From an optimization exercise on the open Yosys and OpenROAD flow, aimed at small area, a short achievable clock period and few clock cycles per item; shortcuts taken in it are not production practice.
In this exercise RTL edits were held to simulation tests only and were not proved equivalent to the original.

==> flow/design.v <==
package pcma_pkg;
    localparam int CELLS   = 32;
    localparam int DEPTH   = 4;
    localparam int CELL_W  = 5;
    localparam int DATA_W  = 24;
    localparam int CIDX_W  = (CELLS > 1) ? $clog2(CELLS) : 1;
    localparam int SLOT_W  = $clog2(DEPTH);
    localparam int HELD_W  = $clog2(DEPTH + 1);
    localparam int LOG_D   = $clog2(DEPTH);
    localparam int SUM_W   = DATA_W + LOG_D;
    localparam int MAG_W   = SUM_W;
    localparam int SHIFT   = MAG_W + LOG_D;
    localparam int RECIP_W = SHIFT + 1;
    localparam int PROD_W  = MAG_W + RECIP_W;
    localparam int ADDR_W  = $clog2(CELLS * DEPTH);
    typedef enum logic {
        ST_IDLE,
        ST_UPDATE
    } state_t;
    typedef struct packed {
        logic              accept;
        logic [ADDR_W-1:0] rd_addr;
        logic              update;
        logic [ADDR_W-1:0] wr_addr;
        logic [CIDX_W-1:0] cidx;
        logic              in_range;
        logic              full;
        logic [HELD_W-1:0] divisor;
    } lane_ctrl_t;
    localparam logic [63:0]        RECIP_ONE = 64'd1 << SHIFT;
    localparam logic [RECIP_W-1:0] RECIP_1   = RECIP_W'((RECIP_ONE + 64'd0) / 64'd1);
    localparam logic [RECIP_W-1:0] RECIP_2   = RECIP_W'((RECIP_ONE + 64'd1) / 64'd2);
    localparam logic [RECIP_W-1:0] RECIP_3   = RECIP_W'((RECIP_ONE + 64'd2) / 64'd3);
    localparam logic [RECIP_W-1:0] RECIP_4   = RECIP_W'((RECIP_ONE + 64'd3) / 64'd4);
endpackage
import pcma_pkg::*;
module pcma_ctrl
(
    input  logic              clk,
    input  logic              rst_n,
    input  logic              sample_valid,
    output logic              sample_ready,
    input  logic [CELL_W-1:0] cell_index,
    input  logic              div_advance,
    output pcma_pkg::lane_ctrl_t lane_ctrl,
    output logic              div_valid,
    output logic [CELL_W-1:0] div_cell
);
    pcma_pkg::state_t              state_reg;
    pcma_pkg::state_t              state_next;
    logic [CELL_W-1:0]   cell_reg;
    logic [CIDX_W-1:0]   cidx_reg;
    logic                in_range_reg;
    logic [ADDR_W-1:0]   addr_reg;
    logic [SLOT_W-1:0]   slot_reg [CELLS];
    logic [HELD_W-1:0]   held_reg [CELLS];
    logic                div_valid_reg;
    logic                div_valid_next;
    logic [CELL_W-1:0]   div_cell_reg;
    logic                accept;
    logic                update;
    logic                in_range_in;
    logic [CIDX_W-1:0]   cidx_in;
    logic [ADDR_W-1:0]   rd_addr;
    logic [SLOT_W-1:0]   slot_cur;
    logic [HELD_W-1:0]   held_cur;
    logic                full;
    logic [HELD_W-1:0]   divisor;
    always_comb
    begin
        in_range_in = (32'(cell_index) < 32'(CELLS));
        cidx_in     = in_range_in ? CIDX_W'(cell_index) : '0;
        rd_addr     = ADDR_W'(cidx_in) * ADDR_W'(DEPTH) + ADDR_W'(slot_reg[cidx_in]);
        slot_cur    = slot_reg[cidx_reg];
        held_cur    = held_reg[cidx_reg];
        full        = (held_cur >= HELD_W'(DEPTH));
        divisor     = full ? HELD_W'(DEPTH) : held_cur + HELD_W'(1);
    end
    always_comb
    begin
        state_next = state_reg;
        unique case (state_reg)
            ST_IDLE:
            begin
                if (sample_valid)
                begin
                    state_next = ST_UPDATE;
                end
            end
            ST_UPDATE:
            begin
                if (!div_valid_reg || div_advance)
                begin
                    state_next = ST_IDLE;
                end
            end
            default:
            begin
                state_next = ST_IDLE;
            end
        endcase
    end
    always_comb
    begin
        sample_ready = 1'b0;
        update       = 1'b0;
        unique case (state_reg)
            ST_IDLE:
            begin
                sample_ready = 1'b1;
            end
            ST_UPDATE:
            begin
                update = !div_valid_reg || div_advance;
            end
            default:
            begin
                sample_ready = 1'b0;
            end
        endcase
        accept = sample_valid && sample_ready;
    end
    always_comb
    begin
        div_valid_next = div_valid_reg;
        if (update)
        begin
            div_valid_next = 1'b1;
        end
        else if (div_advance)
        begin
            div_valid_next = 1'b0;
        end
    end
    always_ff @(posedge clk or negedge rst_n)
    begin
        if (!rst_n)
        begin
            state_reg     <= ST_IDLE;
            div_valid_reg <= 1'b0;
            for (int i = 0; i < CELLS; i++) begin
                slot_reg[i] <= '0;
                held_reg[i] <= '0;
            end
        end
        else
        begin
            state_reg     <= state_next;
            div_valid_reg <= div_valid_next;
            if (update && in_range_reg)
            begin
                slot_reg[cidx_reg] <= (slot_cur == SLOT_W'(DEPTH - 1)) ?
                                      '0 : slot_cur + SLOT_W'(1);
                held_reg[cidx_reg] <= divisor;
            end
        end
    end
    always_ff @(posedge clk)
    begin
        if (accept)
        begin
            cell_reg     <= cell_index;
            cidx_reg     <= cidx_in;
            in_range_reg <= in_range_in;
            addr_reg     <= rd_addr;
        end
        if (update)
        begin
            div_cell_reg <= cell_reg;
        end
    end
    always_comb
    begin
        lane_ctrl.accept   = accept;
        lane_ctrl.rd_addr  = rd_addr;
        lane_ctrl.update   = update;
        lane_ctrl.wr_addr  = addr_reg;
        lane_ctrl.cidx     = cidx_reg;
        lane_ctrl.in_range = in_range_reg;
        lane_ctrl.full     = full;
        lane_ctrl.divisor  = divisor;
    end
    assign div_valid = div_valid_reg;
    assign div_cell  = div_cell_reg;
endmodule
import pcma_pkg::*;
module pcma_lane
(
    input  logic                     clk,
    input  logic                     rst_n,
    input  pcma_pkg::lane_ctrl_t lane_ctrl,
    input  logic signed [DATA_W-1:0] sample,
    output logic signed [DATA_W-1:0] average
);
    logic [DATA_W-1:0]        hist_mem [CELLS*DEPTH];
    logic [DATA_W-1:0]        old_reg;
    logic signed [DATA_W-1:0] sample_reg;
    logic signed [SUM_W-1:0]  total_reg [CELLS];
    logic [MAG_W-1:0]         mag_reg;
    logic                     neg_reg;
    logic [RECIP_W-1:0]       recip_reg;
    logic signed [SUM_W-1:0]  total_next;
    logic signed [SUM_W-1:0]  drop;
    logic [MAG_W-1:0]         mag_next;
    logic [PROD_W-1:0]        product;
    logic [DATA_W-1:0]        quotient;
    logic [RECIP_W-1:0]       recip_next;
    always_comb
    begin
        drop       = lane_ctrl.full ? SUM_W'(signed'(old_reg)) : '0;
        total_next = total_reg[lane_ctrl.cidx] - drop + SUM_W'(sample_reg);
        mag_next   = total_next[SUM_W-1] ? MAG_W'(-total_next) : MAG_W'(total_next);
        unique case (lane_ctrl.divisor)
            HELD_W'(1): recip_next = RECIP_1;
            HELD_W'(2): recip_next = RECIP_2;
            HELD_W'(3): recip_next = RECIP_3;
            HELD_W'(4): recip_next = RECIP_4;
            default:    recip_next = '0;
        endcase
    end
    always_ff @(posedge clk)
    begin
        if (lane_ctrl.accept)
        begin
            old_reg    <= hist_mem[lane_ctrl.rd_addr];
            sample_reg <= sample;
        end
        if (lane_ctrl.update && lane_ctrl.in_range)
        begin
            hist_mem[lane_ctrl.wr_addr] <= sample_reg;
        end
        if (lane_ctrl.update)
        begin
            mag_reg   <= lane_ctrl.in_range ? mag_next : '0;
            neg_reg   <= lane_ctrl.in_range && total_next[SUM_W-1];
            recip_reg <= recip_next;
        end
    end
    always_ff @(posedge clk or negedge rst_n)
    begin
        if (!rst_n)
        begin
            for (int i = 0; i < CELLS; i++) begin
                total_reg[i] <= '0;
            end
        end
        else if (lane_ctrl.update && lane_ctrl.in_range)
        begin
            total_reg[lane_ctrl.cidx] <= total_next;
        end
    end
    always_comb
    begin
        product  = PROD_W'(mag_reg) * PROD_W'(recip_reg);
        quotient = product[SHIFT +: DATA_W];
        average  = neg_reg ? -signed'(quotient) : signed'(quotient);
    end
endmodule
import pcma_pkg::*;
module pcma_merge
(
    input  logic                     clk,
    input  logic                     rst_n,
    input  logic                     div_valid,
    input  logic [CELL_W-1:0]        div_cell,
    input  logic signed [DATA_W-1:0] voltage_lane,
    input  logic signed [DATA_W-1:0] impedance_lane,
    output logic                     div_advance,
    output logic                     average_valid,
    input  logic                     average_ready,
    output logic [CELL_W-1:0]        cell_out,
    output logic signed [DATA_W-1:0] voltage_average,
    output logic signed [DATA_W-1:0] impedance_average
);
    logic                     out_valid_reg;
    logic                     out_valid_next;
    logic [CELL_W-1:0]        cell_reg;
    logic signed [DATA_W-1:0] voltage_reg;
    logic signed [DATA_W-1:0] impedance_reg;
    always_comb
    begin
        div_advance    = div_valid && (!out_valid_reg || average_ready);
        out_valid_next = out_valid_reg;
        if (div_advance)
        begin
            out_valid_next = 1'b1;
        end
        else if (average_ready)
        begin
            out_valid_next = 1'b0;
        end
    end
    always_ff @(posedge clk or negedge rst_n)
    begin
        if (!rst_n)
        begin
            out_valid_reg <= 1'b0;
        end
        else
        begin
            out_valid_reg <= out_valid_next;
        end
    end
    always_ff @(posedge clk)
    begin
        if (div_advance)
        begin
            cell_reg      <= div_cell;
            voltage_reg   <= voltage_lane;
            impedance_reg <= impedance_lane;
        end
    end
    assign average_valid     = out_valid_reg;
    assign cell_out          = cell_reg;
    assign voltage_average   = voltage_reg;
    assign impedance_average = impedance_reg;
endmodule
import pcma_pkg::*;
module per_cell_moving_average
(
    input  logic                     clk,
    input  logic                     rst_n,
    input  logic                     sample_valid,
    output logic                     sample_ready,
    input  logic [CELL_W-1:0]        cell_index,
    input  logic signed [DATA_W-1:0] voltage_sample,
    input  logic signed [DATA_W-1:0] impedance_sample,
    output logic                     average_valid,
    input  logic                     average_ready,
    output logic [CELL_W-1:0]        cell_out,
    output logic signed [DATA_W-1:0] voltage_average,
    output logic signed [DATA_W-1:0] impedance_average
);
    pcma_pkg::lane_ctrl_t lane_ctrl;
    logic                     div_valid;
    logic                     div_advance;
    logic [CELL_W-1:0]        div_cell;
    logic signed [DATA_W-1:0] voltage_lane;
    logic signed [DATA_W-1:0] impedance_lane;
    pcma_ctrl u_ctrl (
        .clk          (clk),
        .rst_n        (rst_n),
        .sample_valid (sample_valid),
        .sample_ready (sample_ready),
        .cell_index   (cell_index),
        .div_advance  (div_advance),
        .lane_ctrl    (lane_ctrl),
        .div_valid    (div_valid),
        .div_cell     (div_cell)
    );
    pcma_lane u_voltage_lane (
        .clk       (clk),
        .rst_n     (rst_n),
        .lane_ctrl (lane_ctrl),
        .sample    (voltage_sample),
        .average   (voltage_lane)
    );
    pcma_lane u_impedance_lane (
        .clk       (clk),
        .rst_n     (rst_n),
        .lane_ctrl (lane_ctrl),
        .sample    (impedance_sample),
        .average   (impedance_lane)
    );
    pcma_merge u_merge (
        .clk               (clk),
        .rst_n             (rst_n),
        .div_valid         (div_valid),
        .div_cell          (div_cell),
        .voltage_lane      (voltage_lane),
        .impedance_lane    (impedance_lane),
        .div_advance       (div_advance),
        .average_valid     (average_valid),
        .average_ready     (average_ready),
        .cell_out          (cell_out),
        .voltage_average   (voltage_average),
        .impedance_average (impedance_average)
    );
endmodule
==> flow/run.sh <==
#!/bin/bash
# synth_recipe.tcl (not shown) runs the flow's synth.tcl, then flattens the netlist and writes it again
# the make line also repeats each setting of config.mk as NAME=value (left out here)
make -C /OpenROAD-flow-scripts/flow DESIGN_CONFIG=/design/flow/config.mk WORK_HOME=/design/flow/orfs CLKGATE_MAP_FILE= SYNTH_SCRIPT=/design/flow/synth_recipe.tcl finish
==> flow/config.mk <==
export PLATFORM = sky130hd
export DESIGN_NAME = per_cell_moving_average
export DESIGN_NICKNAME = per_cell_moving_average
export VERILOG_FILES = /design/flow/design.v
export SDC_FILE = /design/flow/constraint.sdc
export NUM_CORES = 4
export LEC_CHECK = 0
export CAP_MARGIN = 20
export CORE_MARGIN = 2
export CORE_UTILIZATION = 25
export PLACE_DENSITY = 0.4
export SLEW_MARGIN = 20
==> flow/constraint.sdc <==
create_clock -name core_clock -period 12.0 [get_ports {clk}]
set_input_delay 2.4000 -clock core_clock [delete_from_list [all_inputs] [get_ports {clk}]]
set_output_delay 2.4000 -clock core_clock [all_outputs]
set_load 0.01 [all_outputs]
==> run notes <==
==> synthesized netlist by cell type, drive strengths merged (22+ instances only) <==
cell type and number:
nand4 163, xor2 58, o21a 24, nor2 355, and3 225, dfrtp 1827
inv 856, nor3 77, nand2 5328, nor2b 33, a32oi 102, ha 492
nand3 1487, a32o 23, a31o 28, a311oi 90, xnor2 146, and2 168
a22o 156, o22ai 166, mux2i 908, a21oi 416, fa 534, nor4 73
buf 603, o2111ai 39, o221ai 33, clkbuf 1137, a211oi 36, o32a 43
a222oi 24, a311o 23, a31oi 265, edfxtp 6363, a21o 54, mux4 461
o21ai 2008, o211ai 22, a221oi 197, a22oi 553
==> through the flow <==
stage	instances	setup slack [ns]	hold WS (ns)
floorplan	25900	3.91	0.400
global placement	43800	2.00	0.458
detailed placement	43800	2.25	0.466
CTS	45500	2.19	0.479
global route	45500	1.67	0.492
finish	45500	2.22	0.474
==> kinds of logic (layout without fill, tap and decap cells) <==
kind of cell               Yosys count  count (layout)
AOI/OAI and AO/OA                 4468            4468
xor gates and xnor gates           204             204
adders and majority gates         1026            1026
buffers and inverters             2597            3668
DFF                               8190            8190
muxes                             1372            1372
other                                0              62
and+or+nand+nor                   8057            8057
==> worst paths after layout <==
check | start | endpoint
worst max-delay path | u_voltage_lane.recip_reg[24] | u_merge.impedance_reg[23]
max in group asynchronous | rst_n | u_voltage_lane.total_reg[24][14]
min in group asynchronous | rst_n | u_ctrl.state_reg
worst min-delay path | u_voltage_lane.total_reg[16][21] | u_voltage_lane.total_reg[16][21]
worst max register to register | u_voltage_lane.recip_reg[24] | u_merge.impedance_reg[23]
worst min register to register | u_voltage_lane.total_reg[16][21] | u_voltage_lane.total_reg[16][21]
==> cell type report <==
type / instances / area share, %
antenna: 62 / 0.0382
clock buffer: 1210 / 6.08
clock inverter: 449 / 1.04
inverter: 857 / 0.801
multi-input combinational: 15100 / 25.5
sequential: 8190 / 58.3
tap: 18500 / 5.70
timing repair buffer: 1152 / 2.55
==> critical path: cells and delay by family (launching register included) <==
kind                       cells  cell delay, ns
adders and majority gates      8            3.85
AOI/OAI and AO/OA              7            2.54
and+or+nand+nor                3            0.72
xor gates and xnor gates       2            0.45
DFF                            1            0.79
buffers and inverters          7            1.05
==> cells in the final DEF, fill, tap and decap left out, types with 162 or more instances in the layout <==
master / synthesis / routed
edfxtp_1: 6363 / 6363
nand2_1: 5327 / 5271
o21ai_0: 2005 / 2001
dfrtp_1: 1827 / 1827
nand3_1: 1487 / 1485
buf_4: 160 / 931
clkbuf_16: 0 / 923
mux2i_1: 908 / 908
inv_1: 853 / 853
a22oi_1: 553 / 553
fa_1: 534 / 534
ha_1: 492 / 491
mux4_2: 461 / 461
a21oi_1: 416 / 414
a31oi_1: 265 / 261
clkbuf_1: 1137 / 237
and3_1: 225 / 224
a221oi_1: 197 / 197
nor2_1: 354 / 173
clkinv_1: 1 / 173
nor2_4: 0 / 172
o22ai_1: 166 / 166
nand4_1: 163 / 163
and2_1: 166 / 162
==> routing by layer <==
| metal | vias to the layer above | part of all wire, % | GRT usage (%) |
|---|---|---|---|
| li1 | 95900 | - | - |
| met4 | 30 | 2.9 | 5.53 |
| met1 | 123000 | 44 | 29.7 |
| met3 | 1907 | 7.6 | 3.78 |
| met2 | 9916 | 45 | 33.0 |
| met5 | - | 0.014 | 0 |
==> impl_metrics.ini <==
[status]
status = complete, no violations

[placed_design]
globalplace.congestion = 0.825
portBuffers = 111
hpwl_mm = 916
dpl_cell_area_um2 = 377000

[worst_hold_path]
hold_class = flop to flop
whs_path_depth = 2

[clocking]
htree_levels = 6
numClockSinks = 8190
clock_latency_ns = 1.32
ctsResizeCount = 0
root_buffer = clkbuf_16
path_clk_slew_ns = 0.06
tritoncts.num_buffers = 914
cts_tree = yes
cts_buffer_depth = 5
post_cts.repair.setup_buffers = 0
hold_buffers = 0

[synth]
synthMuxAreaShare_pct = 5.60
synthXorXnorAreaFrac_pct = 0.513
synthFlopType = edfxtp_1
yosysTopAreaCellShare_pct = 54.8
syn-cell-area_um2 = 348000
synthAdderAreaFrac_pct = 4.83
syn_nets = 27000
yosys-top-cells-area = edfxtp_1 55%, dfrtp_1 13%, nand2_1 5.7%
synthCells = 25900
synth-edff-count = 6363
synth-compound-area-share_pct = 8.10
synth_warnings = 6
yosys.area.top_type = edfxtp_1
ys_ff_latch = 8190
synth.avg_cell_area_um2 = 13.4
yosysUniqueCellTypes = 94
synth_top_family_by_area = simple AND/OR/NAND/NOR gates
seq_area_frac_synth_pct = 67.9
synthArstFlopShare_pct = 22.3
synth-simple-area-share_pct = 9.88

[sta]
setup_viol = 0
period_needed_ns = 9.78
rsz0062_at_grt = no
tns_ns = 0
slew_violations = 0
slew_headroom_pct = 8.59
worst_pin_slew_ns = 1.36
clock.fmax_ghz = 0.102
clock_skew_ns = 0.212
hold_viol = 0
min_period_over_period_pct = 81.5

[global_route]
antenna_found_initial = 161
grt_pass1_wl_mm = 2030
gr-total-overflow = 0
grt_pass1_vias = 220000
grt_util_all_layers_pct = 21.0
grt_max_degree = 183

[finish]
fin_area_um2 = 406000
drive_gt1_share_pct = 11.7
syn2layout_area_growth_pct = 16.5
ff_latch_area_um2 = 237000
multiInputGateArea_um2 = 103000
fillCellCount = 141000
final_nets = 27300
reg_top3 = u_impedance_lane.hist_mem x3072, u_voltage_lane.hist_mem x3072
utilization_pct = 29.2

[floorplanning]
die_h_mm = 1.18
ios = 112
die_area_um2 = 1400000
die_w_mm = 1.18
core_area_um2 = 1390000
start_util_pct = 25.1
fp-row-count = 433

[worst_setup_path]
start_kind = flop
cp_data_arrival_time_ns = 10.68
required_ns = 12.89
crit_fanout = 35
rrSetupSlack_ns = 2.22
critPathMaxStageDelay_ns = 0.83
endpoint_kind = flop
rr_worst_depth = 27
cpMaxStageDelayCell = a2111oi_0
critical_path_class = flop to flop

[drt]
avgViaCountPerCell = 5.07
drt_pass1_iterations = 6
drt_wl_total_mm = 1520
vias = 231000
ant_nets = 0
wire_per_inst_um = 33.4
drc = 0
drt-initial-drc-count = 29600

[job]
maxCapViolations = 0
Testbench counts, summed over its fixed seeds: cycles 48,016, items 24,000.

==> re-timing with driven ports <==
The flow's constraints put no driver on any port. The routed layout listed below was extracted and timed again, unchanged, in two steps.
Step 1 (the two cells are an assumption about what drives the block):
set clk [get_ports {clk}]
set_driving_cell -lib_cell sky130_fd_sc_hd__clkbuf_16 $clk
set_driving_cell -lib_cell sky130_fd_sc_hd__buf_2 [delete_from_list [all_inputs] $clk]
Step 2, shift: input delay + t, output delay - t, t = (earliest + latest rising clock arrival at the registers) / 2. This alone moves slack from input paths to output paths.
Slacks: ideal ports / drivers / drivers and shift; pairs: ideal ports / drivers.
t, ns: 1.375
slack for setup (ns): 2.216 / 2.216 / 2.216
worst hold slack (ns): 0.474 / 0.474 / 0.474
After both steps this run still meets setup and hold. For this run, drivers alone change the setup slack by 0.000 ns; drivers and shift together by 0.000 ns.
